Source: an optimization exercise on an open RTL-to-GDS flow (aim: small area, a short achievable clock period and few clock cycles per item). Production flows keep margins and buffers that such runs may drop. Where RTL was checked, it was by simulation tests only, not by an equivalence proof against the original. Function not checked in run 9: the RTL went through the layout flow alone. No run shown here takes its clock network from TritonCTS; it comes from the design's own scripts or RTL. No driver is modelled on the clock port, so clock power and skew are understated where the tree is cut down; a real chip needs a root buffer or a tree. Power is estimated from default activity; no workload was simulated.

--- flow/design.v ---
`timescale 1ns/1ns
package fetch_pkg;
    parameter int XLEN = 32;
    typedef logic [XLEN-1:0] addr_t;
    typedef union packed {
        logic [3:0][7:0] bytes;
        logic [XLEN-1:0] word;
    } insn_word_u;
    typedef struct packed {
        logic  valid;
        addr_t pc;
    } lookup_t;
    typedef struct packed {
        logic       valid;
        addr_t      pc;
        insn_word_u insn;
    } fetch_t;
    typedef struct packed {
        logic  valid;
        addr_t pc;
    } redirect_t;
    typedef struct packed {
        logic       valid;
        addr_t      pc;
        insn_word_u data;
    } fill_t;
endpackage
`timescale 1ns/1ns
module fetch_top #(
    parameter int LO_W    = 6,
    parameter int CREDITS = 2
) (
    input  logic        clk,
    input  logic        rst_n_i,
    input  logic        redirect_valid_i,
    input  logic [31:0] redirect_pc_i,
    input  logic        credit_return_i,
    input  logic [7:0]  mem_data_i,
    output logic        fetch_valid_o,
    output logic [31:0] fetch_pc_o,
    output logic [31:0] fetch_insn_o,
    output logic        mem_rd_o,
    output logic [31:0] mem_addr_o
);
    localparam int LO = LO_W + 2;
    logic [31:LO]   hi_q;
    logic [LO-1:2]  rd_lo_q;
    logic [LO-1:2]  dl_lo_q;
    logic [1:0]     off_q;       
    logic [31:0]    insn_q;      
    logic           done_q;      
    logic           valid_q;     
    logic           carry_q;     
    logic [1:0]     occ_q;       
    logic           room;
    logic           last;
    logic           take;
    logic           wrap;
    assign room = (occ_q + {1'b0, valid_q}) < 2'(CREDITS);
    assign last = (off_q == 2'd3) && !carry_q;
    assign take = last && room;
    assign wrap = &rd_lo_q;
    always_ff @(posedge clk) begin
        if (!rst_n_i) begin
            hi_q    <= '0;
            rd_lo_q <= '0;
            off_q   <= 2'd0;
            done_q  <= 1'b0;
            valid_q <= 1'b0;
            carry_q <= 1'b0;
            occ_q   <= 2'd0;
        end else begin
            occ_q <= occ_q + {1'b0, valid_q} - {1'b0, credit_return_i};
            if (redirect_valid_i) begin
                hi_q    <= redirect_pc_i[31:LO];
                rd_lo_q <= redirect_pc_i[LO-1:2];
                off_q   <= 2'd0;
                done_q  <= 1'b0;
                valid_q <= 1'b0;
                carry_q <= 1'b0;
            end else begin
                done_q  <= take;
                valid_q <= done_q;
                if (!carry_q) begin
                    off_q <= off_q + 2'd1;
                end
                if (take) begin
                    rd_lo_q <= rd_lo_q + 1'b1;
                    carry_q <= wrap;
                end
                if (carry_q && valid_q) begin
                    hi_q    <= hi_q + 1'b1;
                    carry_q <= 1'b0;
                end
            end
        end
    end
    always_ff @(posedge clk) begin
        insn_q <= {mem_data_i, insn_q[31:8]};
        if (take) begin
            dl_lo_q <= rd_lo_q;
        end
    end
    assign mem_rd_o      = 1'b1;
    assign mem_addr_o    = {hi_q, rd_lo_q, off_q};
    assign fetch_valid_o = valid_q;
    assign fetch_pc_o    = {hi_q, dl_lo_q, 2'b00};
    assign fetch_insn_o  = insn_q;
endmodule
--- flow/flow/run.sh ---
#!/bin/bash
# standard layout with plain buf_1 port buffers and a one-level clock tree
set -euo pipefail
export BUFFER_PORTS_ARGS="-buffer_cell sky130_fd_sc_hd__buf_1"
export CTS_ARGS="-sink_clustering_enable -repair_clock_nets -dont_use_dummy_load"
export POST_CTS_TCL="$PWD/flow/post_cts.tcl"
bash standard.sh > flow_standard.log 2>&1
--- flow/flow/post_cts.tcl ---
# POST_CTS hook: rebuild the clock tree that CTS made (a root buffer feeding
# leaf buffers) as one level: NLEAF clock buffers, each fed from the clock
# port and driving the flip-flops of one quarter of the core
set nleaf 4
set leaf_cell sky130_fd_sc_hd__clkbuf_8
set block [ord::get_db_block]
set clk_net [$block findNet clk]
set dbu [$block getDbUnitsPerMicron]

# every clock buffer below the port, and every flip-flop clock pin below them
set bufs {}
set sinks {}
set todo [list $clk_net]
while {[llength $todo]} {
  set net [lindex $todo 0]
  set todo [lrange $todo 1 end]
  foreach it [$net getITerms] {
    if {![$it isInputSignal]} { continue }
    set inst [$it getInst]
    if {[string match "sky130_fd_sc_hd__clkbuf*" [[$inst getMaster] getName]]} {
      lappend bufs $inst
      lappend todo [[$inst findITerm X] getNet]
    } else {
      lappend sinks $it
    }
  }
}
puts "post_cts: [llength $bufs] clock buffers, [llength $sinks] sinks"

# sink positions; split by median x, then each half by median y
proc center {it} {
  set bb [[$it getInst] getBBox]
  return [list [expr {([$bb xMin] + [$bb xMax]) / 2}] [expr {([$bb yMin] + [$bb yMax]) / 2}]]
}
set pts {}
foreach it $sinks { lappend pts [concat [center $it] [list $it]] }
set pts [lsort -integer -index 0 $pts]
set half [expr {[llength $pts] / 2}]
set groups {}
foreach part [list [lrange $pts 0 [expr {$half - 1}]] [lrange $pts $half end]] {
  set part [lsort -integer -index 1 $part]
  set h [expr {[llength $part] / 2}]
  lappend groups [lrange $part 0 [expr {$h - 1}]] [lrange $part $h end]
}

# remove the old tree
foreach it $sinks { $it disconnect }
foreach inst $bufs {
  set onet [[$inst findITerm X] getNet]
  foreach it [$inst getITerms] { if {[$it getNet] ne "NULL"} { $it disconnect } }
  odb::dbInst_destroy $inst
  if {$onet ne "NULL" && [$onet getName] ne "clk"} { odb::dbNet_destroy $onet }
}

# new leaves
set master [[ord::get_db] findMaster $leaf_cell]
set i 0
foreach g $groups {
  set name "clkleaf_$i"
  set inst [odb::dbInst_create $block $master $name]
  set net [odb::dbNet_create $block "clknet_leaf_$i"]
  $net setSigType CLOCK
  [$inst findITerm A] connect $clk_net
  [$inst findITerm X] connect $net
  set sx 0; set sy 0
  foreach p $g {
    [lindex $p 2] connect $net
    set sx [expr {$sx + [lindex $p 0]}]
    set sy [expr {$sy + [lindex $p 1]}]
  }
  set n [llength $g]
  place_inst -name $name -location [list [expr {double($sx) / $n / $dbu}] [expr {double($sy) / $n / $dbu}]] -status PLACED
  puts "post_cts: $name drives $n sinks"
  incr i
}
detailed_placement
check_placement -verbose
estimate_parasitics -placement
report_clock_skew
report_clock_min_period
--- flow/standard.sh ---
#!/bin/bash
# synth_recipe.tcl (not shown) runs the flow's synth.tcl, then flattens the netlist and writes it again
# the make line also repeats each setting of config.mk as NAME=value (left out here)
make -C /OpenROAD-flow-scripts/flow DESIGN_CONFIG=/design/flow/config.mk WORK_HOME=/design/flow/orfs CLKGATE_MAP_FILE= SYNTH_SCRIPT=/design/flow/synth_recipe.tcl "${@:-finish}"
--- flow/config.mk ---
export PLATFORM = sky130hd
export DESIGN_NAME = fetch_top
export DESIGN_NICKNAME = fetch_top
export VERILOG_FILES = /design/flow/design.v
export SDC_FILE = /design/flow/constraint.sdc
export NUM_CORES = 4
export LEC_CHECK = 0
export CAP_MARGIN = 20
export CORE_MARGIN = 2
export CORE_UTILIZATION = 55
export SETUP_SLACK_MARGIN = 4.7
export SLEW_MARGIN = 20
--- flow/constraint.sdc ---
create_clock -name core_clock -period 7.0 [get_ports {clk}]
set_input_delay 1.4000 -clock core_clock [delete_from_list [all_inputs] [get_ports {clk}]]
set_output_delay 1.4000 -clock core_clock [all_outputs]
set_load 0.01 [all_outputs]
==> notes.md, run 1 <==
total grt overflow 0; synthesized area per cell 9.82 sq um; clk slew on worst S/H paths 0.11 ns; maximum VDD drop 0.000130 V; Setup Viol. Count Final 0; part of the power in combinational logic 0.127; HP Class reg2reg; pre-CTS setup slack 3.91 ns; die footprint 5920 sq um; Net Sw Frac 0.248; setup TNS 0 ns; ys async rst share 0; fraction of layout cells with a size suffix above 1 0.124; Post-synth EDFFs 6; Ys Warns 1; part of the Yosys area used for sequential elements 0.534; Finished Layout Cells 480; Seq cells post-synth 75; Critical Path Start Type primary input; P&R area growth vs syn 19.0%; fin crit period 2.28 ns; skew final 0.0121 ns; WS Path Type in2reg; clock sink count 75; first-pass GRT wire length 10500 um; Fillers 448; Final Max Slew Viols 0; worst path arrival time 2.37 ns; status finished clean; fin util 0.682; leading post-synthesis cells by cell area dfxtp_1, buf_4, edfxtp_1; internal power 0.548 mW; row cnt 26; Port Buf Inserts 136; commonest non-fill, non-tap cell in the layout buf_1; Hold Violations, Final 0; post-route cell area 3480 sq um; static leakage 1.22 nW; power per cell area 209 nW/um^2; DR vias 2482; fin nets 461; final WL 6390 um; dpl cells 467; endpoint class of the critical path register; initial core utilization 0.573; routed vias/inst 5.17; Die Width 76.9 um; fmax 438 MHz; worst setup margin 4.72 ns; Rel. slew slack 0.478; initial antenna violation count 0; top_reg_cell synth dfxtp_1; vias in the first global route 2211; Max FO, Critical Path 37; detailed placement HPWL 4450 um; total power 0.729 mW; Sw Pwr 0.181 mW; Routed WL per cell 13.3 um; Worst-Skew Late Latency 0.17 ns; clock power share 0.216; drt initial violations 94; Netlist cell types 35; Ports 142; DRC 0; Die Span Y 76.9 um; sequential fraction of design power 0.658; Crit path required time 7.09 ns; Placement Cell Area 3290 sq um; Placer Congestion 0.769; Diodes inserted 0; Cell Area, Synth 2930 sq um; antenna-violating nets left 0; maxcap violations 0; Tot GR Track Use 0.216; Synth Instances 298; pin count of the biggest net entering global routing 38; Worst-Margin Slew 0.777 ns; unrepaired setup endpoints after global routing yes; commonest cells after routing, fill and taps aside buf_1, dfxtp_1, o21ai_0, dfxtp_2; Yosys top cell area share 0.472; Period Utilization, post-route 0.326; r2r setup slk 4.81 ns; Hold Slack 0.348 ns; Pre-antenna DRT Iters 4; post-synth top area cell dfxtp_1; core area 5110 sq um
## registers in the layout, indices dropped and copies added, names as in the netlist
name,cells
valid_q,1
hi_q,24
carry_q,1
insn_q,32
occ_q,2
off_q,2
dl_lo_q,6
rd_lo_q,6
done_q,1
## worst max-delay path: stages
cell and delay, ns:
clkbuf_4 0.23, clkinvlp_4 0.16, buf_6 0.20, and4_1 0.21, nor3_1 0.16
## power by group through the flow
stage | combinational (mW) | sequential (mW) | clock (mW)
finish | 0.0924 | 0.480 | 0.157
global route | 0.103 | 0.484 | 0.177
detailed placement | 0.0871 | 0.488 | 0
global placement | 0.0858 | 0.487 | 0
floorplan | 0.0521 | 0.496 | 0
## cells by family after synthesis
logic type | after synthesis | share of synthesized area
and+or+nand+nor | 92 | 0.169
DFF | 75 | 0.534
AOI/OAI and AO/OA | 58 | 0.121
buffers and inverters | 48 | 0.0975
xor gates and xnor gates | 17 | 0.0509
adders and majority gates | 5 | 0.0214
other | 2 | 0.00257
muxes | 1 | 0.00342
## synth_stat cells, types with 7 or more instances
master and n:
a21oi_1 9, nand3_1 12, buf_4 28, dfxtp_1 69
a31oi_1 7, nand4_1 8, nor3_1 9, xnor2_1 9
clkbuf_1 12, a211oi_1 8, nand2_1 15, xor2_1 8
inv_1 8, o21ai_0 23, nor2_1 15
## routing by layer
layer / part of all wire / up-vias / global-route usage / routed length (um)
met5: 0 / - / 0 / 0
met1: 0.44 / 1134 / 0.281 / 2830
li1: - / 1257 / - / -
met3: 0.065 / 2 / 0.0471 / 417
met2: 0.49 / 89 / 0.375 / 3110
met4: 0.0047 / 0 / 0.0327 / 30
## worst paths after layout
path,start,endpoint,cells after the start
worst max-delay path,redirect_valid_i,hi_q[20]$_SDFFE_PN0P_,5
worst max register to register,carry_q$_SDFFE_PP0P_,hi_q[25]$_SDFFE_PN0P_,4
worst min-delay path,insn_q[30]$_DFF_P_,insn_q[22]$_DFF_P_,0
worst min register to register,insn_q[30]$_DFF_P_,insn_q[22]$_DFF_P_,0
## cell type report
class	count	area, sq um	share of cell area
Buffer	4	55.1	0.0158
Inverter	8	37.5	0.0108
Sequential cell	75	1590	0.457
Timing Repair inverter	1	7.51	0.00216
Timing Repair Buffer	146	607	0.174
Tap cell	70	87.6	0.0251
Multi-Input combinational cell	176	1100	0.315
Testbench counts, summed over its fixed seeds: cycles 69,980, items 16,000.
==> inputs of run 2 (changes only) <==
--- a/flow/config.mk
+++ b/flow/config.mk
@@ -7,6 +7,6 @@
 export LEC_CHECK = 0
 export CAP_MARGIN = 20
 export CORE_MARGIN = 2
-export CORE_UTILIZATION = 55
-export SETUP_SLACK_MARGIN = 4.7
+export CORE_UTILIZATION = 40
+export SETUP_SLACK_MARGIN = 4.72
 export SLEW_MARGIN = 20
==> notes.md, run 2 <==
sequential fraction of design power 0.656 (was 0.658); Netlist cell types 35 (unchanged); Pre-antenna DRT Iters 4 (unchanged); Largest register FFs 32 (unchanged); clk slew on worst S/H paths 0.11 ns (about the same); Tot GR Track Use 0.153 (was 0.216); register area 1620 sq um (was 1590 sq um); largest registers insn_q x32, hi_q x24 (unchanged); Compound-Gate Fraction of Synth Area 0.121 (unchanged); Max FO, Critical Path 58 (was 37); Crit path required time 7.11 ns (was 7.09 ns); P&R area growth vs syn 21.2% (was 19.0%); first-pass GRT wire length 9620 um (was 10500 um); part of the power in combinational logic 0.126 (was 0.127); Worst-Skew Late Latency 0.17 ns (about the same); count leader, synth dfxtp_1 (unchanged); DRC 0 (unchanged); die footprint 8020 sq um (was 5920 sq um); commonest cells after routing, fill and taps aside buf_1, dfxtp_1, buf_2, dfxtp_2, o21ai_0 (was buf_1, dfxtp_1, o21ai_0, dfxtp_2); Synth Area in Simple Gates 0.169 (unchanged); most frequent cells after synthesis dfxtp_1, buf_4, o21ai_0 (unchanged); Placer Congestion 0.741 (was 0.769); WS Path Type in2reg (unchanged); drt initial violations 82 (was 94); xor and xnor area share after synthesis 0.0509 (unchanged); power per cell area 206 nW/um^2 (was 209 nW/um^2); Net Sw Frac 0.248 (about the same); Rel. slew slack 0.479 (was 0.478); Ys Warns 1 (unchanged); HP Class reg2reg (unchanged); total grt overflow 0 (unchanged); ys async rst share 0 (unchanged); Period Utilization, post-route 0.317 (was 0.326); unrepaired setup endpoints after global routing no (was yes); maximum VDD drop 0.0000923 V (was 0.000130 V); fin nets 456 (was 461); setup TNS 0 ns (unchanged); clock sink count 75 (unchanged); leading post-synthesis cells by cell area dfxtp_1, buf_4, edfxtp_1 (unchanged); Cell Area, Synth 2930 sq um (unchanged); post-synthesis mux area share 0.00342 (unchanged); Port Buf Inserts 136 (unchanged); skew final 0.0125 ns (was 0.0121 ns); endpoint class of the critical path register (unchanged); multi-input logic area 1100 sq um (unchanged); initial antenna violation count 0 (unchanged); static leakage 1.29 nW (was 1.22 nW); vias in the first global route 1968 (was 2211); depth of the worst hold-timing path 0 (unchanged); Post-synth EDFFs 6 (unchanged); Ports 142 (unchanged); Yosys top cell area share 0.472 (unchanged); Setup Viol. Count Final 0 (unchanged); Diodes inserted 0 (unchanged); row cnt 31 (was 26); initial core utilization 0.408 (was 0.573); Sw Pwr 0.181 mW (about the same); core area 7180 sq um (was 5110 sq um); post-synth top area cell dfxtp_1 (unchanged); part of the Yosys area used for sequential elements 0.534 (unchanged); commonest non-fill, non-tap cell in the layout buf_1 (unchanged); Routed WL per cell 12.8 um (was 13.3 um); Final Max Slew Viols 0 (unchanged); Critical Path Start Type primary input (unchanged); clock power share 0.217 (was 0.216); Fillers 679 (was 448); internal power 0.550 mW (was 0.548 mW); status finished clean (unchanged); synthesized area per cell 9.82 sq um (unchanged); Synth Instances 298 (unchanged); main combinational cell family by area after synthesis simple AND/OR/NAND/NOR gates (unchanged); Seq cells post-synth 75 (unchanged); fin crit period 2.22 ns (was 2.28 ns); final WL 6470 um (was 6390 um); area share of fa/ha/maj cells after synthesis 0.0214 (unchanged); DR vias 2442 (was 2482); fmax 451 MHz (was 438 MHz); antenna-violating nets left 0 (unchanged); detailed placement HPWL 4580 um (was 4450 um); R2R depth 4 (unchanged); routed vias/inst 4.85 (was 5.17); fraction of layout cells with a size suffix above 1 0.190 (was 0.124); dpl cells 496 (was 467); pin count of the biggest net entering global routing 59 (was 38); fin util 0.494 (was 0.682); Worst-Margin Slew 0.776 ns (was 0.777 ns); worst path arrival time 2.33 ns (was 2.37 ns); maxcap violations 0 (unchanged); top_reg_cell synth dfxtp_1 (unchanged); largest reg by FF count insn_q (unchanged); Die Width 89.5 um (was 76.9 um); Die Span Y 89.5 um (was 76.9 um); Finished Layout Cells 504 (was 480); Hold Violations, Final 0 (unchanged)
-- run 2: cell counts after synthesis --
No cell type changed its count.
-- run 2: layer usage --
metal	vias up	share of wire	GRT usage	wire length, um
li1	1250	-	-	-
met4	0	0.0066	0.0285	43
met2	76	0.47	0.244	3040
met3	2	0.053	0.0397	346
met1	1114	0.47	0.211	3040
met5	-	0	0	0
-- run 2: worst max-delay path, stage by stage --
cell      delay [ns]
clkbuf_4        0.18
inv_1           0.11
buf_12          0.24
nand3_1         0.11
a31o_2          0.22
nand3_1         0.06
-- run 2: final cells by class --
| class | count | area share |
|---|---|---|
| Timing Repair Buffer | 142 | 0.174 |
| Sequential cell | 75 | 0.456 |
| Tap cell | 99 | 0.0349 |
| Multi-Input combinational cell | 176 | 0.310 |
| Buffer | 4 | 0.0155 |
| Inverter | 8 | 0.00953 |
-- run 2: kinds of logic (layout without fill, tap and decap cells) --
group,count (synthesis),in the layout
AOI/OAI and AO/OA,58,58
xor gates and xnor gates,17,17
adders and majority gates,5,5
buffers and inverters,48,154
DFF,75,75
muxes,1,1
other,2,3
and+or+nand+nor,92,92
-- run 2: final timing paths --
kind,start,slack (ns),endpoint
worst min register to register,insn_q[12]$_DFF_P_,0.35,insn_q[4]$_DFF_P_
worst max-delay path,redirect_valid_i,4.78,hi_q[28]$_SDFFE_PN0P_
worst max register to register,carry_q$_SDFFE_PP0P_,4.82,hi_q[26]$_SDFFE_PN0P_
worst min-delay path,insn_q[12]$_DFF_P_,0.35,insn_q[4]$_DFF_P_
-- run 2: stage by stage --
step	worst slack (ns)	area, sq um	hold slack [ns]	power [mW]
floorplan	4.76	2930	0.382	0.548
detailed placement	4.26	3320	0.334	0.576
global route	4.72	3550	0.359	0.767
finish	4.78	3550	0.354	0.731
global placement	4.28	3320	0.332	0.574
-- run 2: power by group through the flow --
stage	Clock [mW]	Combinational, mW	Sequential (mW)
after detailed placement	0	0.0869	0.489
after floorplan	0	0.0521	0.496
after global placement	0	0.0866	0.488
final	0.159	0.0923	0.480
after global routing	0.178	0.104	0.485
==> inputs of run 3 (changes only) <==
--- a/flow/config.mk
+++ b/flow/config.mk
@@ -8,5 +8,6 @@
 export CAP_MARGIN = 20
 export CORE_MARGIN = 2
 export CORE_UTILIZATION = 40
-export SETUP_SLACK_MARGIN = 4.72
+export PLACE_DENSITY = 0.8
+export SETUP_SLACK_MARGIN = 4.75
 export SLEW_MARGIN = 20
==> notes.md, run 3 <==
maximum VDD drop 0.0000949 V (was 0.0000923 V); static leakage 1.44 nW (was 1.29 nW); Setup Viol. Count Final 0 (unchanged); Worst-Skew Late Latency 0.17 ns (about the same); Final Max Slew Viols 0 (unchanged); part of the power in combinational logic 0.143 (was 0.126); HP Class reg2reg (unchanged); Routed WL per cell 13.5 um (was 12.8 um); Period Utilization, post-route 0.312 (was 0.317); Hold Slack 0.353 ns (was 0.354 ns); metal2 WL 3310 um (was 3040 um); status finished clean (unchanged); initial antenna violation count 0 (unchanged); Ports 142 (unchanged); fraction of layout cells with a size suffix above 1 0.284 (was 0.190); Tot GR Track Use 0.168 (was 0.153); detailed placement HPWL 4900 um (was 4580 um); initial core utilization 0.408 (unchanged); Port Buf Inserts 136 (unchanged); Top Layer Used met4 (unchanged); most frequent cells after synthesis dfxtp_1, buf_4, o21ai_0 (unchanged); Pre-antenna DRT Iters 4 (unchanged); DRC 0 (unchanged); commonest cells after routing, fill and taps aside buf_1, buf_2, dfxtp_1, o21ai_0, dfxtp_2 (was buf_1, dfxtp_1, buf_2, dfxtp_2, o21ai_0); largest reg by FF count insn_q (unchanged); skew final 0.0113 ns (was 0.0125 ns); clk slew on worst S/H paths 0.11 ns (about the same); synthesized area per cell 9.82 sq um (unchanged); Die Span Y 89.5 um (unchanged); leading post-synthesis cells by cell area dfxtp_1, buf_4, edfxtp_1 (unchanged); row cnt 31 (unchanged); Worst-Margin Slew 0.717 ns (was 0.776 ns); fmax 458 MHz (was 451 MHz); DR vias 2549 (was 2442); routed vias/inst 4.92 (was 4.85); endpoint class of the critical path register (unchanged); unrepaired setup endpoints after global routing yes (was no); power per cell area 200 nW/um^2 (was 206 nW/um^2); Diodes inserted 0 (unchanged); Cell Area, Synth 2930 sq um (unchanged); Placer Congestion 0.792 (was 0.741); M1 WL 3200 um (was 3040 um); WS Path Type in2reg (unchanged); register area 1630 sq um (was 1620 sq um); Crit path required time 7.10 ns (was 7.11 ns); P&R area growth vs syn 26.4% (was 21.2%); post-synth top area cell dfxtp_1 (unchanged); core area 7180 sq um (unchanged); Die Width 89.5 um (unchanged); total grt overflow 0 (unchanged); Detail Route met3 WL 395 um (was 346 um); top_reg_cell synth dfxtp_1 (unchanged); fin nets 470 (was 456); part of the Yosys area used for sequential elements 0.534 (unchanged); sequential fraction of design power 0.644 (was 0.656); Netlist cell types 35 (unchanged); Ys Warns 1 (unchanged); Critical Path Start Type primary input (unchanged); die footprint 8020 sq um (unchanged); first-pass GRT wire length 10500 um (was 9620 um); antenna-violating nets left 0 (unchanged); pin count of the biggest net entering global routing 48 (was 59); worst path arrival time 2.28 ns (was 2.33 ns); Post-synth EDFFs 6 (unchanged); Net Sw Frac 0.247 (was 0.248); Rel. slew slack 0.518 (was 0.479); Fillers 691 (was 679); ys async rst share 0 (unchanged); Seq cells post-synth 75 (unchanged); Sw Pwr 0.183 mW (was 0.181 mW); internal power 0.557 mW (was 0.550 mW); Yosys top cell area share 0.472 (unchanged); final WL 6980 um (was 6470 um); vias in the first global route 2217 (was 1968); count leader, synth dfxtp_1 (unchanged); commonest non-fill, non-tap cell in the layout buf_1 (unchanged); Max FO, Critical Path 47 (was 58); clock power share 0.213 (was 0.217); fin crit period 2.18 ns (was 2.22 ns); largest registers insn_q x32, hi_q x24 (unchanged); Largest register FFs 32 (unchanged); drt initial violations 66 (was 82); Hold Violations, Final 0 (unchanged); maxcap violations 0 (unchanged); Synth Instances 298 (unchanged); setup TNS 0 ns (unchanged); multi-input logic area 1100 sq um (about the same); clock sink count 75 (unchanged)
==> run 3: worst max-delay path: stages <==
cell,delay [ns]
buf_4,0.18
clkinvlp_4,0.14
buf_12,0.19
and4_1,0.20
nor3_1,0.15
==> run 3: path summary, 6_finish.rpt <==
kind / start / end / slack [ns] / cells past startpoint
min: insn_q[11]$_DFF_P_ / insn_q[3]$_DFF_P_ / 0.35 / 0
max: redirect_valid_i / hi_q[20]$_SDFFE_PN0P_ / 4.82 / 5
max reg2reg: hi_q[9]$_SDFFE_PN0P_ / hi_q[26]$_SDFFE_PN0P_ / 4.89 / 6
min reg2reg: insn_q[11]$_DFF_P_ / insn_q[3]$_DFF_P_ / 0.35 / 0
==> run 3: per-layer routing <==
| metal | global-route usage | vias up |
|---|---|---|
| met5 | 0 | - |
| met4 | 0.0407 | 0 |
| met3 | 0.0351 | 5 |
| met2 | 0.279 | 83 |
| met1 | 0.223 | 1189 |
| li1 | - | 1272 |
==> run 3: cell type report <==
cell class                      instances  area share
Buffer                                  4      0.0149
Timing Repair Buffer                  156       0.202
Inverter                                8      0.0101
Tap cell                               99      0.0335
Sequential cell                        75       0.441
Multi-Input combinational cell        176       0.298
==> run 3: power by group through the flow <==
stage | logic (mW) | registers, mW | clock network, mW
3_3_place_gp | 0.0857 | 0.487 | 0
2_1_floorplan | 0.0521 | 0.496 | 0
5_1_grt | 0.119 | 0.480 | 0.178
6_report | 0.106 | 0.476 | 0.158
3_5_place_dp | 0.0877 | 0.489 | 0
==> run 3: kinds of logic (layout without fill, tap and decap cells) <==
group | after synthesis | after routing | synth area share
compound gates | 58 | 58 | 0.121
xor+xnor | 17 | 17 | 0.0509
fa+ha+maj | 5 | 5 | 0.0214
buf+inv | 48 | 168 | 0.0975
flops | 75 | 75 | 0.534
mux | 1 | 1 | 0.00342
other cells | 2 | 3 | 0.00257
simple gates | 92 | 92 | 0.169
==> run 3: metrics by stage <==
stage               total power, mW  std cells  utilization  setup WS, ns  instance area, sq um
finish                        0.740        518        0.516          4.82                  3700
global route                  0.777        518        0.516          4.74                  3700
detailed placement            0.577        496        0.463          4.00                  3320
global placement              0.573        496        0.463          4.02                  3320
floorplan                     0.548        299            -          4.76                  2930
==> inputs of run 4 (changes only) <==
--- a/flow/config.mk
+++ b/flow/config.mk
@@ -9,5 +9,5 @@
 export CORE_MARGIN = 2
 export CORE_UTILIZATION = 40
 export PLACE_DENSITY = 0.8
-export SETUP_SLACK_MARGIN = 4.75
+export SETUP_SLACK_MARGIN = 4.74
 export SLEW_MARGIN = 20
==> notes.md, run 4 <==
status finished clean (unchanged); Routed WL per cell 13.4 um (was 13.5 um); Max FO, Critical Path 47 (unchanged); core area 7180 sq um (unchanged); Worst-Skew Late Latency 0.17 ns (about the same); first-pass GRT wire length 10300 um (was 10500 um); pre-CTS setup slack 4.00 ns (unchanged); Netlist cell types 35 (unchanged); Seq cells post-synth 75 (unchanged); fin util 0.504 (was 0.516); total grt overflow 0 (unchanged); total power 0.736 mW (was 0.740 mW); fin crit period 2.18 ns (about the same); R2R depth 5 (was 6); FF-to-FF Start hi_q[13]$_SDFFE_PN0P_ (was hi_q[9]$_SDFFE_PN0P_); Pre-antenna DRT Iters 4 (unchanged); Net Sw Frac 0.249 (was 0.247); maxcap violations 0 (unchanged); Die Span Y 89.5 um (unchanged); Crit path required time 7.10 ns (about the same); P&R area growth vs syn 23.6% (was 26.4%); fmax 459 MHz (was 458 MHz); Ports 142 (unchanged); initial core utilization 0.408 (unchanged); setup TNS 0 ns (unchanged); Post-synth EDFFs 6 (unchanged); Synth Instances 298 (unchanged); hold endpoint insn_q[3]$_DFF_P_ (unchanged); Fillers 695 (was 691); Yosys top cell area share 0.472 (unchanged); Finished Layout Cells 511 (was 518); Final Max Slew Viols 0 (unchanged); vias in the first global route 2149 (was 2217); Hold Violations, Final 0 (unchanged); routed vias/inst 4.98 (was 4.92); commonest cells after routing, fill and taps aside buf_1, buf_2, dfxtp_1, dfxtp_2, o21ai_0 (was buf_1, buf_2, dfxtp_1, o21ai_0, dfxtp_2); fin nets 463 (was 470); maximum VDD drop 0.0000892 V (was 0.0000949 V); depth of the worst hold-timing path 0 (unchanged); skew final 0.0107 ns (was 0.0113 ns); most frequent cells after synthesis dfxtp_1, buf_4, o21ai_0 (unchanged); r2r setup slk 4.85 ns (was 4.89 ns); Diodes inserted 0 (unchanged); Placer Congestion 0.792 (unchanged); Ys Warns 1 (unchanged); fraction of layout cells with a size suffix above 1 0.238 (was 0.284); detailed placement HPWL 4900 um (unchanged); part of the power in combinational logic 0.135 (was 0.143); antenna-violating nets left 0 (unchanged); static leakage 1.36 nW (was 1.44 nW); die footprint 8020 sq um (unchanged); clock sink count 75 (unchanged); clk slew on worst S/H paths 0.11 ns (about the same); WS Path Type in2reg (unchanged); worst path arrival time 2.28 ns (about the same); count leader, synth dfxtp_1 (unchanged); worst setup margin 4.82 ns (about the same); min-delay src insn_q[11]$_DFF_P_ (unchanged); largest registers insn_q x32, hi_q x24 (unchanged); synthesized area per cell 9.82 sq um (unchanged); Worst-Margin Slew 0.725 ns (was 0.717 ns); power per cell area 204 nW/um^2 (was 200 nW/um^2); initial antenna violation count 0 (unchanged); drt initial violations 64 (was 66); ys async rst share 0 (unchanged); DRC 0 (unchanged); Sw Pwr 0.183 mW (about the same); Crit. Startpoint redirect_valid_i (unchanged); pin count of the biggest net entering global routing 48 (unchanged); row cnt 31 (unchanged); final WL 6840 um (was 6980 um); DR vias 2547 (was 2549); part of the Yosys area used for sequential elements 0.534 (unchanged); endpoint class of the critical path register (unchanged); Critical Path Start Type primary input (unchanged); Port Buf Inserts 136 (unchanged); Reg2Reg Capture Point hi_q[26]$_SDFFE_PN0P_ (unchanged); clock power share 0.215 (was 0.213); Largest register FFs 32 (unchanged); Tot GR Track Use 0.164 (was 0.168); sequential fraction of design power 0.649 (was 0.644); unrepaired setup endpoints after global routing no (was yes); largest reg by FF count insn_q (unchanged); commonest non-fill, non-tap cell in the layout buf_1 (unchanged); Period Utilization, post-route 0.311 (was 0.312); internal power 0.553 mW (was 0.557 mW); Rel. slew slack 0.513 (was 0.518); Setup Viol. Count Final 0 (unchanged); Die Width 89.5 um (unchanged); post-synth top area cell dfxtp_1 (unchanged); top_reg_cell synth dfxtp_1 (unchanged); HP Class reg2reg (unchanged); Cell Area, Synth 2930 sq um (unchanged); dpl cells 496 (unchanged); leading post-synthesis cells by cell area dfxtp_1, buf_4, edfxtp_1 (unchanged)
-- run 4: cell counts after synthesis --
No cell type changed its count.
-- run 4: area by class of cell --
cell class / count / area (sq um) / area share
plain buffers: 4 / 55.1 / 0.0152
inverters: 8 / 37.5 / 0.0104
multi-input cells: 176 / 1100 / 0.305
flip-flops and latches: 75 / 1620 / 0.448
well taps: 99 / 124 / 0.0342
repair buffers: 149 / 676 / 0.187
-- run 4: worst max-delay path: stages --
cell        delay (ns)
buf_4             0.18
clkinvlp_4        0.14
buf_12            0.19
and4_1            0.20
nor3_1            0.15
-- run 4: power groups by stage --
stage	Clock (mW)	Sequential [mW]	Combinational, mW
after floorplan	0	0.496	0.0521
after global placement	0	0.487	0.0857
after detailed placement	0	0.489	0.0877
after global routing	0.179	0.482	0.112
final	0.159	0.478	0.0997
-- run 4: per-layer routing --
| layer | up-vias | wire length [um] | global-route usage |
|---|---|---|---|
| met5 | - | 0 | 0 |
| met4 | 0 | 38 | 0.0339 |
| met3 | 2 | 423 | 0.0323 |
| met2 | 89 | 3260 | 0.269 |
| met1 | 1193 | 3120 | 0.225 |
| li1 | 1263 | - | - |
-- run 4: logic make-up (layout without fill, tap and decap cells) --
family          after synthesis  count (layout)  share of synthesized area
simple gates                 92              92                      0.169
flops                        75              75                      0.534
compound gates               58              58                      0.121
buf+inv                      48             161                     0.0975
xor+xnor                     17              17                     0.0509
fa+ha+maj                     5               5                     0.0214
other cells                   2               3                    0.00257
mux                           1               1                    0.00342
-- run 4: worst max path at each step --
stage	to	cells past startpoint	slack, ns
6_report	hi_q[20]$_SDFFE_PN0P_	5	4.82
5_1_grt	hi_q[13]$_SDFFE_PN0P_	5	4.74
3_3_place_gp	rd_lo_q[7]$_SDFFE_PN0P_	5	4.02
3_5_place_dp	hi_q[20]$_SDFFE_PN0P_	5	4.00
2_1_floorplan	hi_q[11]$_SDFFE_PN0P_	4	4.76
-- run 4: stage by stage --
stage / cell area, sq um / hold WS [ns]
2_1_floorplan: 2930 / 0.382
3_3_place_gp: 3320 / 0.331
3_5_place_dp: 3320 / 0.335
5_1_grt: 3620 / 0.361
6_report: 3620 / 0.353
==> inputs of run 5 (changes only) <==
--- a/flow/design.v
+++ b/flow/design.v
@@ -27,7 +27,7 @@
 endpackage
 `timescale 1ns/1ns
 module fetch_top #(
-    parameter int LO_W    = 6,
+    parameter int LO_W    = 5,
     parameter int CREDITS = 2
 ) (
     input  logic        clk,
==> notes.md, run 5 <==
maxcap violations 0 (unchanged); top_reg_cell synth dfxtp_1 (unchanged); Netlist cell types 38 (was 35); count leader, synth dfxtp_1 (unchanged); Largest register FFs 32 (unchanged); Placement Cell Area 3300 sq um (was 3320 sq um); antenna-violating nets left 0 (unchanged); post-route cell area 3590 sq um (was 3620 sq um); fraction of layout cells with a size suffix above 1 0.264 (was 0.238); die footprint 8020 sq um (about the same); DRC 0 (unchanged); first-pass GRT wire length 10200 um (was 10300 um); largest registers insn_q x32, hi_q x25 (was insn_q x32, hi_q x24); endpoint class of the critical path register (unchanged); Critical Path Start Type primary input (unchanged); worst setup margin 4.79 ns (was 4.82 ns); Worst-Skew Late Latency 0.16 ns (was 0.17 ns); dpl cells 485 (was 496); Routed WL per cell 13.4 um (about the same); ys async rst share 0 (unchanged); WS Path Type in2reg (unchanged); maximum VDD drop 0.000161 V (was 0.0000892 V); DR vias 2497 (was 2547); Die Width 89.6 um (was 89.5 um); Crit path required time 7.07 ns (was 7.10 ns); drt initial violations 90 (was 64); Yosys top cell area share 0.472 (about the same); Die Span Y 89.6 um (was 89.5 um); initial antenna violation count 0 (unchanged); Ys Warns 1 (unchanged); part of the Yosys area used for sequential elements 0.523 (was 0.534); fmax 452 MHz (was 459 MHz); depth of the worst hold-timing path 0 (unchanged); fin crit period 2.21 ns (was 2.18 ns); pin count of the biggest net entering global routing 42 (was 48); initial core utilization 0.408 (about the same); setup TNS 0 ns (unchanged); static leakage 1.38 nW (was 1.36 nW); clock sink count 74 (was 75); commonest non-fill, non-tap cell in the layout buf_1 (unchanged); leading post-synthesis cells by cell area dfxtp_1, buf_4, edfxtp_1 (unchanged); largest reg by FF count insn_q (unchanged); clk slew on worst S/H paths 0.11 ns (about the same); Max FO, Critical Path 41 (was 47); detailed placement HPWL 4780 um (was 4900 um); Tot GR Track Use 0.162 (was 0.164); pre-CTS setup slack 4.10 ns (was 4.00 ns); Worst-Margin Slew 0.742 ns (was 0.725 ns); Seq cells post-synth 74 (was 75); Pre-antenna DRT Iters 4 (unchanged); Port Buf Inserts 136 (unchanged); most frequent cells after synthesis dfxtp_1, buf_4, o21ai_0 (unchanged); post-synth top area cell dfxtp_1 (unchanged); synthesized area per cell 10.1 sq um (was 9.82 sq um); Cell Area, Synth 2930 sq um (about the same); final WL 6650 um (was 6840 um); Synth Instances 290 (was 298); P&R area growth vs syn 22.6% (was 23.6%); worst path arrival time 2.28 ns (about the same); Final Max Slew Viols 0 (unchanged); routed vias/inst 5.02 (was 4.98); unrepaired setup endpoints after global routing yes (was no); core area 7180 sq um (unchanged); Diodes inserted 0 (unchanged); HP Class reg2reg (unchanged); Post-synth EDFFs 5 (was 6); fin nets 450 (was 463); Hold Violations, Final 0 (unchanged); vias in the first global route 2153 (was 2149); row cnt 31 (unchanged); power per cell area 202 nW/um^2 (was 204 nW/um^2); Period Utilization, post-route 0.316 (was 0.311); skew final 0.00738 ns (was 0.0107 ns); Ports 142 (unchanged); Rel. slew slack 0.503 (was 0.513); Hold Slack 0.355 ns (was 0.353 ns); status finished clean (unchanged); Placer Congestion 0.775 (was 0.792); commonest cells after routing, fill and taps aside buf_1, buf_2, dfxtp_1, o21ai_0, dfxtp_4 (was buf_1, buf_2, dfxtp_1, dfxtp_2, o21ai_0); total grt overflow 0 (unchanged); Finished Layout Cells 497 (was 511); Setup Viol. Count Final 0 (unchanged); R2R depth 6 (was 5)
-- run 5: cell count changes after synthesis, moves of 5 or more --
cell,before,now
a31oi_1,7,12
nand2_1,15,8
nor3_1,9,2
o31ai_1,3,10
or3_1,6,0
or4_1,5,10
-- run 5: kinds of logic (layout without fill, tap and decap cells) --
kind of cell,after synthesis,in the layout,share of synthesized area
buffers and inverters,50,157,0.104
AND/OR/NAND/NOR,74,74,0.150
multiplexers,4,4,0.0137
flip-flops,74,74,0.523
AO/OA/AOI/OAI,63,63,0.131
adder cells (fa/ha/maj),6,6,0.0256
XOR/XNOR,17,17,0.0508
other,2,3,0.00256
-- run 5: per-stage QoR --
step	util	total power, mW
6_report	0.500	0.724
5_1_grt	0.500	0.762
3_5_place_dp	0.461	0.569
3_3_place_gp	0.461	0.566
2_1_floorplan	-	0.541
-- run 5: cell type report --
cell class / instances / area [sq um]
Multi-Input combinational cell: 167 / 1110
Buffer: 4 / 55.1
Inverter: 8 / 36.3
Tap cell: 99 / 124
Timing Repair Buffer: 145 / 656
Sequential cell: 74 / 1610
Fill cell: 665 / 3590
-- run 5: where the power goes --
group / switching (mW) / internal, mW / total, mW
combinational: 0.0554 / 0.0428 / 0.0982
clock: 0.103 / 0.0534 / 0.156
sequential: 0.0209 / 0.449 / 0.470
-- run 5: metal layers --
layer | track usage | share of wire
met5 | 0 | 0
met3 | 0.0293 | 0.064
met1 | 0.206 | 0.42
met4 | 0.0502 | 0.0095
met2 | 0.279 | 0.51
-- run 5: worst paths after layout --
kind	slack, ns	to	from
max	4.79	hi_q[8]$_SDFFE_PN0P_	redirect_valid_i
min	0.35	insn_q[22]$_DFF_P_	insn_q[30]$_DFF_P_
max reg2reg	4.97	rd_lo_q[3]$_SDFFE_PN0P_	valid_q$_SDFF_PP0_
min reg2reg	0.35	insn_q[22]$_DFF_P_	insn_q[30]$_DFF_P_
-- run 5: worst max-delay path, cell delays in order --
cell      delay (ns)
buf_1           0.13
inv_4           0.19
buf_12          0.23
nor2_1          0.08
a311oi_1        0.24
Testbench counts of run 5, summed over its fixed seeds: cycles 70,352, items 16,000.
==> inputs of run 6 (changes only) <==
--- a/flow/config.mk
+++ b/flow/config.mk
@@ -9,5 +9,5 @@
 export CORE_MARGIN = 2
 export CORE_UTILIZATION = 40
 export PLACE_DENSITY = 0.8
-export SETUP_SLACK_MARGIN = 4.74
+export SETUP_SLACK_MARGIN = 4.7
 export SLEW_MARGIN = 20
==> notes.md, run 6 <==
fmax 447 MHz (was 452 MHz); power per cell area 210 nW/um^2 (was 202 nW/um^2); Port Buf Inserts 136 (unchanged); Worst-Skew Late Latency 0.16 ns (about the same); DR vias 2444 (was 2497); Finished Layout Cells 489 (was 497); synthesized area per cell 10.1 sq um (unchanged); P&R area growth vs syn 16.7% (was 22.6%); HP Class reg2reg (unchanged); clk slew on worst S/H paths 0.11 ns (about the same); Critical Path Start Type primary input (unchanged); largest reg by FF count insn_q (unchanged); unrepaired setup endpoints after global routing yes (unchanged); die footprint 8020 sq um (unchanged); Diodes inserted 0 (unchanged); fraction of layout cells with a size suffix above 1 0.149 (was 0.264); Final Max Slew Viols 0 (unchanged); row cnt 31 (unchanged); Hold Violations, Final 0 (unchanged); commonest non-fill, non-tap cell in the layout buf_1 (unchanged); Fillers 734 (was 665); total grt overflow 0 (unchanged); dpl cells 485 (unchanged); Routed WL per cell 13.2 um (was 13.4 um); pin count of the biggest net entering global routing 62 (was 42); commonest cells after routing, fill and taps aside buf_1, dfxtp_1, dfxtp_2, o21ai_0, buf_2 (was buf_1, buf_2, dfxtp_1, o21ai_0, dfxtp_4); Ports 142 (unchanged); hold endpoint insn_q[1]$_DFF_P_ (was insn_q[22]$_DFF_P_); DRC 0 (unchanged); Post-synth EDFFs 5 (unchanged); setup TNS 0 ns (unchanged); maxcap violations 0 (unchanged); fin util 0.477 (was 0.500); leading post-synthesis cells by cell area dfxtp_1, buf_4, edfxtp_1 (unchanged); Die Width 89.6 um (unchanged); Netlist cell types 38 (unchanged); fin crit period 2.23 ns (was 2.21 ns); Pre-antenna DRT Iters 4 (unchanged); most frequent cells after synthesis dfxtp_1, buf_4, o21ai_0 (unchanged); Period Utilization, post-route 0.319 (was 0.316); initial antenna violation count 0 (unchanged); total power 0.719 mW (was 0.724 mW); part of the Yosys area used for sequential elements 0.523 (unchanged); Synth Instances 290 (unchanged); final WL 6460 um (was 6650 um); R2R depth 4 (was 6); min-delay src insn_q[9]$_DFF_P_ (was insn_q[30]$_DFF_P_); Largest register FFs 32 (unchanged); r2r setup slk 4.88 ns (was 4.97 ns); vias in the first global route 2028 (was 2153); Rel. slew slack 0.529 (was 0.503); maximum VDD drop 0.000145 V (was 0.000161 V); Seq cells post-synth 74 (unchanged); initial core utilization 0.408 (unchanged); Placer Congestion 0.748 (was 0.775); Reg2Reg Capture Point hi_q[24]$_SDFFE_PN0P_ (was rd_lo_q[3]$_SDFFE_PN0P_); status finished clean (unchanged); top_reg_cell synth dfxtp_1 (unchanged); WS Path Type in2reg (unchanged); detailed placement HPWL 4720 um (was 4780 um); ys async rst share 0 (unchanged); FF-to-FF Start carry_q$_SDFFE_PP0P_ (was valid_q$_SDFF_PP0_); post-synth top area cell dfxtp_1 (unchanged); largest registers insn_q x32, hi_q x25 (unchanged); Yosys top cell area share 0.472 (unchanged); Die Span Y 89.6 um (unchanged); Worst-Margin Slew 0.702 ns (was 0.742 ns); skew final 0.00428 ns (was 0.00738 ns); endpoint class of the critical path register (unchanged); first-pass GRT wire length 9470 um (was 10200 um); Ys Warns 1 (unchanged); Cell Area, Synth 2930 sq um (unchanged); Setup Viol. Count Final 0 (unchanged); static leakage 1.21 nW (was 1.38 nW); routed vias/inst 5.00 (was 5.02); drt initial violations 63 (was 90); antenna-violating nets left 0 (unchanged); core area 7180 sq um (unchanged); depth of the worst hold-timing path 0 (unchanged); count leader, synth dfxtp_1 (unchanged); worst path arrival time 2.30 ns (was 2.28 ns); Crit path required time 7.07 ns (about the same); Max FO, Critical Path 3 (was 41); clock sink count 74 (unchanged); fin nets 442 (was 450); Tot GR Track Use 0.152 (was 0.162)
## run 6: changes by cell type in the layout (fill, tap and decap cells not counted), sizes merged
| cell | change |
|---|---|
| buf | -7 |
| clkbuf | -1 |
| clkinv | +1 |
| clkinvlp | -1 |
## run 6: area by class of cell
| class | count | area [sq um] | share of cell area |
|---|---|---|---|
| well taps | 99 | 124 | 0.0362 |
| inverters | 8 | 30.0 | 0.00878 |
| repair buffers | 137 | 544 | 0.159 |
| flip-flops and latches | 74 | 1560 | 0.457 |
| multi-input cells | 167 | 1100 | 0.323 |
| plain buffers | 4 | 55.1 | 0.0161 |
## run 6: kinds of logic (layout without fill, tap and decap cells)
group / Yosys count / in the layout / share of synthesized area
other: 2 / 3 / 0.00256
adder cells (fa/ha/maj): 6 / 6 / 0.0256
multiplexers: 4 / 4 / 0.0137
flip-flops: 74 / 74 / 0.523
AND/OR/NAND/NOR: 74 / 74 / 0.150
AO/OA/AOI/OAI: 63 / 63 / 0.131
buffers and inverters: 50 / 149 / 0.104
XOR/XNOR: 17 / 17 / 0.0508
## run 6: power by group
part,internal (mW),switching [mW]
logic,0.0352,0.0521
clock network,0.0534,0.104
registers,0.452,0.0229
total,0.540,0.179
## run 6: per-stage QoR
stage | hold WS [ns] | area [sq um] | setup slack (ns)
floorplan | 0.382 | 2930 | 4.71
finish | 0.354 | 3420 | 4.77
detailed placement | 0.333 | 3300 | 4.02
global route | 0.359 | 3420 | 4.68
global placement | 0.331 | 3300 | 4.10
## run 6: critical path, cell delays in order
cell and delay [ns]:
buf_1 0.10, or4b_2 0.66, o2111a_1 0.14
## run 6: routing by layer
layer  GRT usage  up-vias  part of all wire
met5           0        -                 0
met4      0.0488        0             0.012
met3      0.0329        8             0.061
met2       0.261      100              0.49
met1       0.189     1121              0.43
li1            -     1215                 -
## run 6: worst max-delay path by stage
stage | startpoint | end | slack (ns) | cells past startpoint
final | redirect_valid_i | hi_q[27]$_SDFFE_PN0P_ | 4.77 | 3
after global routing | rst_n_i | hi_q[8]$_SDFFE_PN0P_ | 4.68 | 3
after floorplan | redirect_valid_i | hi_q[27]$_SDFFE_PN0P_ | 4.71 | 2
after global placement | rst_n_i | hi_q[8]$_SDFFE_PN0P_ | 4.10 | 3
after detailed placement | rst_n_i | hi_q[8]$_SDFFE_PN0P_ | 4.02 | 3
==> inputs of run 7 (changes only) <==
--- a/flow/config.mk
+++ b/flow/config.mk
@@ -6,6 +6,7 @@
 export NUM_CORES = 4
 export LEC_CHECK = 0
 export CAP_MARGIN = 20
+export CORE_ASPECT_RATIO = 0.5
 export CORE_MARGIN = 2
 export CORE_UTILIZATION = 40
 export PLACE_DENSITY = 0.8
==> notes.md, run 7 <==
P&R area growth vs syn 16.4% (was 16.7%); row cnt 21 (was 31); unrepaired setup endpoints after global routing no (was yes); Tot GR Track Use 0.165 (was 0.152); initial core utilization 0.425 (was 0.408); Hold Violations, Final 0 (unchanged); largest registers insn_q x32, hi_q x25 (unchanged); most frequent cells after synthesis dfxtp_1, buf_4, o21ai_0 (unchanged); detailed placement HPWL 4980 um (was 4720 um); fin crit period 2.27 ns (was 2.23 ns); maximum VDD drop 0.0000959 V (was 0.000145 V); Yosys top cell area share 0.472 (unchanged); synthesized area per cell 10.1 sq um (unchanged); Port Buf Inserts 136 (unchanged); initial antenna violation count 0 (unchanged); Ports 142 (unchanged); Worst-Skew Late Latency 0.17 ns (was 0.16 ns); Pre-antenna DRT Iters 4 (unchanged); fraction of layout cells with a size suffix above 1 0.110 (was 0.149); Final Max Slew Viols 0 (unchanged); r2r setup slk 4.90 ns (was 4.88 ns); leading post-synthesis cells by cell area dfxtp_1, buf_4, edfxtp_1 (unchanged); Crit. Startpoint redirect_valid_i (unchanged); clk slew on worst S/H paths 0.12 ns (was 0.11 ns); pre-CTS setup slack 4.23 ns (was 4.02 ns); Cell Area, Synth 2930 sq um (unchanged); fin util 0.495 (was 0.477); die footprint 8060 sq um (was 8020 sq um); Finished Layout Cells 483 (was 489); dpl cells 479 (was 485); Setup Viol. Count Final 0 (unchanged); Rel. slew slack 0.455 (was 0.529); Ys Warns 1 (unchanged); post-route cell area 3410 sq um (was 3420 sq um); Post-synth EDFFs 5 (unchanged); static leakage 1.17 nW (was 1.21 nW); DRC 0 (unchanged); Critical Path Start Type primary input (unchanged); fmax 440 MHz (was 447 MHz); Diodes inserted 0 (unchanged); core area 6880 sq um (was 7180 sq um); total power 0.725 mW (was 0.719 mW); Routed WL per cell 14.2 um (was 13.2 um); vias in the first global route 2277 (was 2028); WS Path Type in2reg (unchanged); R2R depth 5 (was 4); commonest non-fill, non-tap cell in the layout buf_1 (unchanged); skew final 0.00764 ns (was 0.00428 ns); DR vias 2425 (was 2444); Die Width 125 um (was 89.6 um); Seq cells post-synth 74 (unchanged); count leader, synth dfxtp_1 (unchanged); drt initial violations 150 (was 63); commonest cells after routing, fill and taps aside buf_1, dfxtp_1, o21ai_0, dfxtp_2, nor2_1 (was buf_1, dfxtp_1, dfxtp_2, o21ai_0, buf_2); ys async rst share 0 (unchanged); first-pass GRT wire length 11000 um (was 9470 um); pin count of the biggest net entering global routing 45 (was 62); Max FO, Critical Path 3 (unchanged); setup TNS 0 ns (unchanged); clock sink count 74 (unchanged); Die Span Y 64.5 um (was 89.6 um); Period Utilization, post-route 0.324 (was 0.319); Netlist cell types 38 (unchanged); endpoint class of the critical path register (unchanged); part of the Yosys area used for sequential elements 0.523 (unchanged); HP Class reg2reg (unchanged); worst path arrival time 2.34 ns (was 2.30 ns); Hold Slack 0.347 ns (was 0.354 ns); Largest register FFs 32 (unchanged); status finished clean (unchanged); worst setup margin 4.73 ns (was 4.77 ns); total grt overflow 0 (unchanged); FF-to-FF Start hi_q[7]$_SDFFE_PN0P_ (was carry_q$_SDFFE_PP0P_); largest reg by FF count insn_q (unchanged); routed vias/inst 5.02 (was 5.00); top_reg_cell synth dfxtp_1 (unchanged); maxcap violations 0 (unchanged); final WL 6840 um (was 6460 um); crit path to hi_q[27]$_SDFFE_PN0P_ (unchanged); Placement Cell Area 3300 sq um (about the same); Worst-Margin Slew 0.813 ns (was 0.702 ns); fin nets 443 (was 442); Placer Congestion 0.723 (was 0.748); power per cell area 213 nW/um^2 (was 210 nW/um^2); Crit path required time 7.07 ns (about the same); Reg2Reg Capture Point hi_q[27]$_SDFFE_PN0P_ (was hi_q[24]$_SDFFE_PN0P_); Fillers 670 (was 734); Synth Instances 290 (unchanged); post-synth top area cell dfxtp_1 (unchanged); antenna-violating nets left 0 (unchanged)
==> run 7: routing by layer <==
layer  up-vias  share of wire  GRT usage
li1       1220              -          -
met5         -              0          0
met3         7          0.033     0.0273
met2        47           0.50      0.300
met1      1151           0.45      0.211
met4         0         0.0091     0.0333
==> run 7: power breakdown <==
group          total (mW)  internal [mW]  switching (mW)  leakage [nW]
Combinational      0.0878         0.0349          0.0529         0.514
Sequential          0.476          0.451          0.0241         0.630
Clock               0.161         0.0535           0.108        0.0288
==> run 7: layout make-up <==
type                            instances  area, sq um  area share
Buffer                                  4         55.1      0.0161
Multi-Input combinational cell        167         1100       0.323
Timing Repair Buffer                  138          543       0.159
Inverter                                8         32.5     0.00954
Tap cell                               92          115      0.0337
Sequential cell                        74         1560       0.458
==> run 7: kinds of logic (layout without fill, tap and decap cells) <==
logic type / Yosys count / in the layout / share of synthesized area
buffers and inverters: 50 / 150 / 0.104
multiplexers: 4 / 4 / 0.0137
AO/OA/AOI/OAI: 63 / 63 / 0.131
other: 2 / 3 / 0.00256
adder cells (fa/ha/maj): 6 / 6 / 0.0256
XOR/XNOR: 17 / 17 / 0.0508
flip-flops: 74 / 74 / 0.523
AND/OR/NAND/NOR: 74 / 74 / 0.150
==> run 7: how the worst min path moves through the flow <==
stage,startpoint,to,slack [ns],cells after the start
final,insn_q[14]$_DFF_P_,insn_q[6]$_DFF_P_,0.35,0
after global routing,insn_q[22]$_DFF_P_,insn_q[14]$_DFF_P_,0.36,0
after detailed placement,insn_q[22]$_DFF_P_,insn_q[14]$_DFF_P_,0.33,0
after global placement,insn_q[11]$_DFF_P_,insn_q[3]$_DFF_P_,0.33,0
after floorplan,insn_q[8]$_DFF_P_,insn_q[0]$_DFF_P_,0.38,0
==> run 7: worst max-delay path, cell delays in order <==
cell,delay [ns]
buf_1,0.12
or4b_2,0.68
o2111a_1,0.13
==> inputs of run 8 (changes only) <==
--- a/flow/config.mk
+++ b/flow/config.mk
@@ -6,9 +6,9 @@
 export NUM_CORES = 4
 export LEC_CHECK = 0
 export CAP_MARGIN = 20
-export CORE_ASPECT_RATIO = 0.5
 export CORE_MARGIN = 2
 export CORE_UTILIZATION = 40
+export GPL_ROUTABILITY_DRIVEN = 0
 export PLACE_DENSITY = 0.8
 export SETUP_SLACK_MARGIN = 4.7
 export SLEW_MARGIN = 20
==> notes.md, run 8 <==
Routed WL per cell 13.2 um (was 14.2 um); part of the Yosys area used for sequential elements 0.523 (unchanged); largest registers insn_q x32, hi_q x25 (unchanged); Final Max Slew Viols 0 (unchanged); Diodes inserted 0 (unchanged); Setup Viol. Count Final 0 (unchanged); Finished Layout Cells 489 (was 483); Tot GR Track Use 0.152 (was 0.165); Crit-path slowest cell or4b_2 (unchanged); slowest stage delay, CP 0.66 ns (was 0.68 ns); pin count of the biggest net entering global routing 62 (was 45); final WL 6460 um (was 6840 um); Critical Path Start Type primary input (unchanged); DR vias 2444 (was 2425); Reg2Reg Capture Point hi_q[24]$_SDFFE_PN0P_ (was hi_q[27]$_SDFFE_PN0P_); Worst-Skew Late Latency 0.16 ns (was 0.17 ns); Post-synth EDFFs 5 (unchanged); Die Span Y 89.6 um (was 64.5 um); unrepaired setup endpoints after global routing yes (was no); r2r setup slk 4.88 ns (was 4.90 ns); Period Utilization, post-route 0.319 (was 0.324); Netlist cell types 38 (unchanged); die footprint 8020 sq um (was 8060 sq um); Seq cells post-synth 74 (unchanged); crit-path leading delay family simple AND/OR/NAND/NOR gates (unchanged); Fillers 734 (was 670); status finished clean (unchanged); ys async rst share 0 (unchanged); routed vias/inst 5.00 (was 5.02); leading post-synthesis cells by cell area dfxtp_1, buf_4, edfxtp_1 (unchanged); vias in the first global route 2028 (was 2277); static leakage 1.21 nW (was 1.17 nW); Ys Warns 1 (unchanged); endpoint class of the critical path register (unchanged); initial core utilization 0.408 (was 0.425); P&R area growth vs syn 16.7% (was 16.4%); register area 1560 sq um (unchanged); largest reg by FF count insn_q (unchanged); fmax 447 MHz (was 440 MHz); total grt overflow 0 (unchanged); fin crit period 2.23 ns (was 2.27 ns); skew final 0.00428 ns (was 0.00764 ns); Hold Slack 0.354 ns (was 0.347 ns); antenna-violating nets left 0 (unchanged); fraction of layout cells with a size suffix above 1 0.149 (was 0.110); CP Cell Sequence buf_1, or4b_2, o2111a_1 (unchanged); Hold Violations, Final 0 (unchanged); Yosys top cell area share 0.472 (unchanged); post-synth top area cell dfxtp_1 (unchanged); commonest non-fill, non-tap cell in the layout buf_1 (unchanged); Die Width 89.6 um (was 125 um); depth of the worst hold-timing path 0 (unchanged); initial antenna violation count 0 (unchanged); top_reg_cell synth dfxtp_1 (unchanged); worst path arrival time 2.30 ns (was 2.34 ns); count leader, synth dfxtp_1 (unchanged); Cell Area, Synth 2930 sq um (unchanged); clk slew on worst S/H paths 0.11 ns (was 0.12 ns); fin util 0.477 (was 0.495); detailed placement HPWL 4720 um (was 4980 um); row cnt 31 (was 21); HP Class reg2reg (unchanged); dpl cells 485 (was 479); hold endpoint insn_q[1]$_DFF_P_ (was insn_q[6]$_DFF_P_); Largest register FFs 32 (unchanged); core area 7180 sq um (was 6880 sq um); synthesized area per cell 10.1 sq um (unchanged); Synth Instances 290 (unchanged); DRC 0 (unchanged); first-pass GRT wire length 9470 um (was 11000 um); Crit path required time 7.07 ns (about the same); maximum VDD drop 0.000145 V (was 0.0000959 V); Max FO, Critical Path 3 (unchanged); drt initial violations 63 (was 150); FF-to-FF Start carry_q$_SDFFE_PP0P_ (was hi_q[7]$_SDFFE_PN0P_); power per cell area 210 nW/um^2 (was 213 nW/um^2); multi-input logic area 1100 sq um (about the same); Worst-Margin Slew 0.702 ns (was 0.813 ns); WS Path Type in2reg (unchanged); min-delay src insn_q[9]$_DFF_P_ (was insn_q[14]$_DFF_P_); Rel. slew slack 0.529 (was 0.455); R2R depth 4 (was 5); CP bufs+invs 1 (unchanged); fin nets 442 (was 443); setup TNS 0 ns (unchanged); Port Buf Inserts 136 (unchanged); Ports 142 (unchanged); commonest cells after routing, fill and taps aside buf_1, dfxtp_1, dfxtp_2, o21ai_0, buf_2 (was buf_1, dfxtp_1, o21ai_0, dfxtp_2, nor2_1); Pre-antenna DRT Iters 4 (unchanged); clock sink count 74 (unchanged); most frequent cells after synthesis dfxtp_1, buf_4, o21ai_0 (unchanged); maxcap violations 0 (unchanged)
run 8: cell counts after synthesis:
No cell type changed its count.
run 8: per-layer routing:
metal / GRT usage / share of wire
met2: 0.261 / 0.49
met5: 0 / 0
met4: 0.0488 / 0.012
met1: 0.189 / 0.43
met3: 0.0329 / 0.061
run 8: worst max path at each step:
| stage | from | end | depth (start not counted) |
|---|---|---|---|
| final | redirect_valid_i | hi_q[27]$_SDFFE_PN0P_ | 3 |
| after global routing | rst_n_i | hi_q[8]$_SDFFE_PN0P_ | 3 |
| after detailed placement | rst_n_i | hi_q[8]$_SDFFE_PN0P_ | 3 |
| after global placement | rst_n_i | hi_q[8]$_SDFFE_PN0P_ | 3 |
| after floorplan | redirect_valid_i | hi_q[27]$_SDFFE_PN0P_ | 2 |
run 8: per-stage QoR:
step                worst slack [ns]  instance area (sq um)  total power, mW
floorplan                       4.71                   2930            0.541
global placement                4.10                   3300            0.566
detailed placement              4.02                   3300            0.569
global route                    4.68                   3420            0.754
finish                          4.77                   3420            0.719
run 8: worst register-to-register path, cell delays in order, from the launching register on:
cell and delay (ns):
dfxtp_1 0.58, nand2_2 0.13, or4_4 0.64, or4_1 0.54, a31oi_1 0.17
run 8: cell families after synthesis:
group | Yosys count | synth area share
compound gates | 63 | 0.131
xor+xnor | 17 | 0.0508
fa+ha+maj | 6 | 0.0256
buf+inv | 50 | 0.104
flops | 74 | 0.523
mux | 4 | 0.0137
other cells | 2 | 0.00256
simple gates | 74 | 0.150
run 8: final cells by class:
class / count / share of cell area
buffer: 4 / 0.0161
inverter: 8 / 0.00878
multi-input combinational: 167 / 0.323
sequential: 74 / 0.457
tap: 99 / 0.0362
timing repair buffer: 137 / 0.159
run 8: where the power goes:
group | switching, mW | internal (mW) | leakage [nW]
logic | 0.0521 | 0.0352 | 0.554
registers | 0.0229 | 0.452 | 0.630
clock network | 0.104 | 0.0534 | 0.0288
==> inputs of run 9 (changes only) <==
--- a/flow/design.v
+++ b/flow/design.v
@@ -27,7 +27,7 @@
 endpackage
 `timescale 1ns/1ns
 module fetch_top #(
-    parameter int LO_W    = 5,
+    parameter int LO_W    = 7,
     parameter int CREDITS = 2
 ) (
     input  logic        clk,
--- a/flow/config.mk
+++ b/flow/config.mk
@@ -8,7 +8,6 @@
 export CAP_MARGIN = 20
 export CORE_MARGIN = 2
 export CORE_UTILIZATION = 40
-export GPL_ROUTABILITY_DRIVEN = 0
 export PLACE_DENSITY = 0.8
 export SETUP_SLACK_MARGIN = 4.7
 export SLEW_MARGIN = 20
==> notes.md, run 9 <==
top_reg_cell synth dfxtp_1 (unchanged); Worst-Skew Late Latency 0.17 ns (was 0.16 ns); ys async rst share 0 (unchanged); endpoint class of the critical path register (unchanged); skew final 0.0114 ns (was 0.00428 ns); fin crit period 2.38 ns (was 2.23 ns); Die Width 91.3 um (was 89.6 um); Ys Warns 1 (unchanged); Seq cells post-synth 76 (was 74); drt initial violations 113 (was 63); worst setup margin 4.62 ns (was 4.77 ns); Synth Instances 309 (was 290); DRC 0 (unchanged); Routed WL per cell 15.9 um (was 13.2 um); fmax 421 MHz (was 447 MHz); dpl cells 507 (was 485); Worst-Margin Slew 0.756 ns (was 0.702 ns); Port Buf Inserts 136 (unchanged); most frequent cells after synthesis dfxtp_1, buf_4, o21ai_0 (unchanged); Ports 142 (unchanged); detailed placement HPWL 5410 um (was 4720 um); Placer Congestion 0.799; Post-synth EDFFs 7 (was 5); clock sink count 76 (was 74); Hold Violations, Final 0 (unchanged); Largest register FFs 32 (unchanged); total power 0.765 mW (was 0.719 mW); power per cell area 196 nW/um^2 (was 210 nW/um^2); Fillers 664 (was 734); pre-CTS setup slack 3.95 ns (was 4.02 ns); commonest cells after routing, fill and taps aside buf_1, dfxtp_1, o21ai_0, dfxtp_2, buf_2 (was buf_1, dfxtp_1, dfxtp_2, o21ai_0, buf_2); core area 7330 sq um (was 7180 sq um); Placement Cell Area 3470 sq um (was 3300 sq um); setup TNS 0 ns (unchanged); Max FO, Critical Path 6 (was 3); final WL 8420 um (was 6460 um); crit-path leading delay family simple AND/OR/NAND/NOR gates (unchanged); clk slew on worst S/H paths 0.12 ns (was 0.11 ns); static leakage 1.47 nW (was 1.21 nW); fin util 0.531 (was 0.477); row cnt 31 (unchanged); count leader, synth dfxtp_1 (unchanged); vias in the first global route 2437 (was 2028); Setup Viol. Count Final 0 (unchanged); post-route cell area 3900 sq um (was 3420 sq um); largest reg by FF count insn_q (unchanged); die footprint 8340 sq um (was 8020 sq um); DR vias 2768 (was 2444); Pre-antenna DRT Iters 4 (unchanged); first-pass GRT wire length 12100 um (was 9470 um); worst path arrival time 2.49 ns (was 2.30 ns); fraction of layout cells with a size suffix above 1 0.221 (was 0.149); register area 1640 sq um (was 1560 sq um); Crit-path slowest cell or4_4 (was or4b_2); Diodes inserted 0 (unchanged); maxcap violations 0 (unchanged); CP Cell Sequence buf_12, buf_12, nand2b_4, or2_4, or4_4, nand3_2 (was buf_1, or4b_2, o2111a_1); pin count of the biggest net entering global routing 39 (was 62); antenna-violating nets left 0 (unchanged); Hold Slack 0.349 ns (was 0.354 ns); Finished Layout Cells 529 (was 489); Cell Area, Synth 3050 sq um (was 2930 sq um); critical path depth 6 (was 3); CP most frequent cell buf_12; initial antenna violation count 0 (unchanged); Tot GR Track Use 0.180 (was 0.152); part of the Yosys area used for sequential elements 0.522 (was 0.523); fin nets 481 (was 442); P&R area growth vs syn 27.7% (was 16.7%); routed vias/inst 5.23 (was 5.00); initial core utilization 0.416 (was 0.408); Yosys top cell area share 0.453 (was 0.472); maximum VDD drop 0.000139 V (was 0.000145 V); Critical Path Start Type primary input (unchanged); HP Class reg2reg (unchanged); unrepaired setup endpoints after global routing yes (unchanged); slowest stage delay, CP 0.41 ns (was 0.66 ns); commonest non-fill, non-tap cell in the layout buf_1 (unchanged); Netlist cell types 40 (was 38); status finished clean (unchanged); M1 WL 3450 um (was 2800 um); CP bufs+invs 2 (was 1); Top Layer Used met4 (unchanged); leading post-synthesis cells by cell area dfxtp_1, edfxtp_1, buf_4 (was dfxtp_1, buf_4, edfxtp_1); Final Max Slew Viols 0 (unchanged); largest registers insn_q x32, hi_q x23 (was insn_q x32, hi_q x25); R2R depth 5 (was 4); Die Span Y 91.3 um (was 89.6 um); Detail Route met3 WL 423 um (was 393 um); multi-input logic area 1230 sq um (was 1100 sq um); depth of the worst hold-timing path 0 (unchanged); Rel. slew slack 0.494 (was 0.529); metal2 WL 4370 um (was 3190 um); WS Path Type in2reg (unchanged); Period Utilization, post-route 0.340 (was 0.319); synthesized area per cell 9.87 sq um (was 10.1 sq um); total grt overflow 0 (unchanged); Crit path required time 7.12 ns (was 7.07 ns); post-synth top area cell dfxtp_1 (unchanged)
[run 9: cell type report]
cell class	count	area share
Sequential cell	76	0.421
Multi-Input combinational cell	188	0.317
Timing Repair Buffer	156	0.209
Tap cell	99	0.0318
Buffer	4	0.0141
Inverter	5	0.00578
Timing Repair inverter	1	0.00128
[run 9: path summary, 6_finish.rpt]
| kind | from | slack [ns] | end |
|---|---|---|---|
| setup / recovery | redirect_valid_i | 4.62 | hi_q[24]$_SDFFE_PN0P_ |
| hold / removal | insn_q[13]$_DFF_P_ | 0.35 | insn_q[5]$_DFF_P_ |
| hold reg to reg | insn_q[13]$_DFF_P_ | 0.35 | insn_q[5]$_DFF_P_ |
| setup reg to reg | hi_q[10]$_SDFFE_PN0P_ | 4.85 | hi_q[27]$_SDFFE_PN0P_ |
[run 9: cell families (layout without fill, tap and decap cells)]
group           Yosys count  after routing  synth area share
compound gates           58             58             0.115
xor+xnor                 21             21            0.0603
fa+ha+maj                 5              5            0.0205
buf+inv                  46            166            0.0894
flops                    76             76             0.522
mux                       6              6            0.0205
other cells               2              3           0.00246
simple gates             95             95             0.170
[run 9: power by group]
group | internal [mW] | total, mW | switching, mW | leakage [nW]
clock network | 0.0535 | 0.163 | 0.109 | 0.0288
logic | 0.0515 | 0.113 | 0.0612 | 0.786
registers | 0.464 | 0.489 | 0.0251 | 0.651
total | 0.569 | 0.765 | 0.195 | 1.47
[run 9: routing by layer]
metal,GRT usage,up-vias
met1,0.216,1311
met3,0.0274,19
met2,0.328,115
li1,-,1323
met4,0.0593,0
met5,0,-

==> re-timing with driven ports <==
No port has a modelled driver above. Below, the same layouts with a new extraction and two added sets of constraints. Step 1: set_driving_cell puts a clkbuf_16 on clk and a buf_2 on each other input, an assumption about the parent block. Step 2, shift: input delay + t, output delay - t, t = (earliest + latest rising clock arrival at the registers) / 2. This alone moves slack from input paths to output paths. Three values: ideal, step 1, step 2; two values: the first two.
| run | t, ns | setup slack, ns | worst setup path at the end | clock arrival spread, ns |
|---|---|---|---|---|
| run 1 | 0.217 | 4.719 / 4.739 / 4.522 | input to register | 0.014 / 0.014 |
| run 2 | 0.220 | 4.782 / 4.810 / 4.590 | input to register | 0.014 / 0.014 |
| run 3 | 0.221 | 4.816 / 4.830 / 4.620 | input to register | 0.012 / 0.012 |
| run 4 | 0.220 | 4.821 / 4.819 / 4.625 | input to register | 0.011 / 0.012 |
| run 5 | 0.216 | 4.790 / 4.820 / 4.608 | input to register | 0.008 / 0.007 |
| run 6 | 0.217 | 4.765 / 4.791 / 4.580 | input to register | 0.005 / 0.005 |
| run 7 | 0.217 | 4.729 / 4.760 / 4.543 | input to register | 0.008 / 0.008 |
| run 8 | 0.217 | 4.765 / 4.791 / 4.580 | input to register | 0.005 / 0.005 |
| run 9 | 0.223 | 4.623 / 4.631 / 4.408 | input to register | 0.011 / 0.012 |
After both steps every run listed still meets setup and hold. For run 9, which loses most, drivers alone change the setup slack by +0.008 ns; drivers and shift together by -0.215 ns.
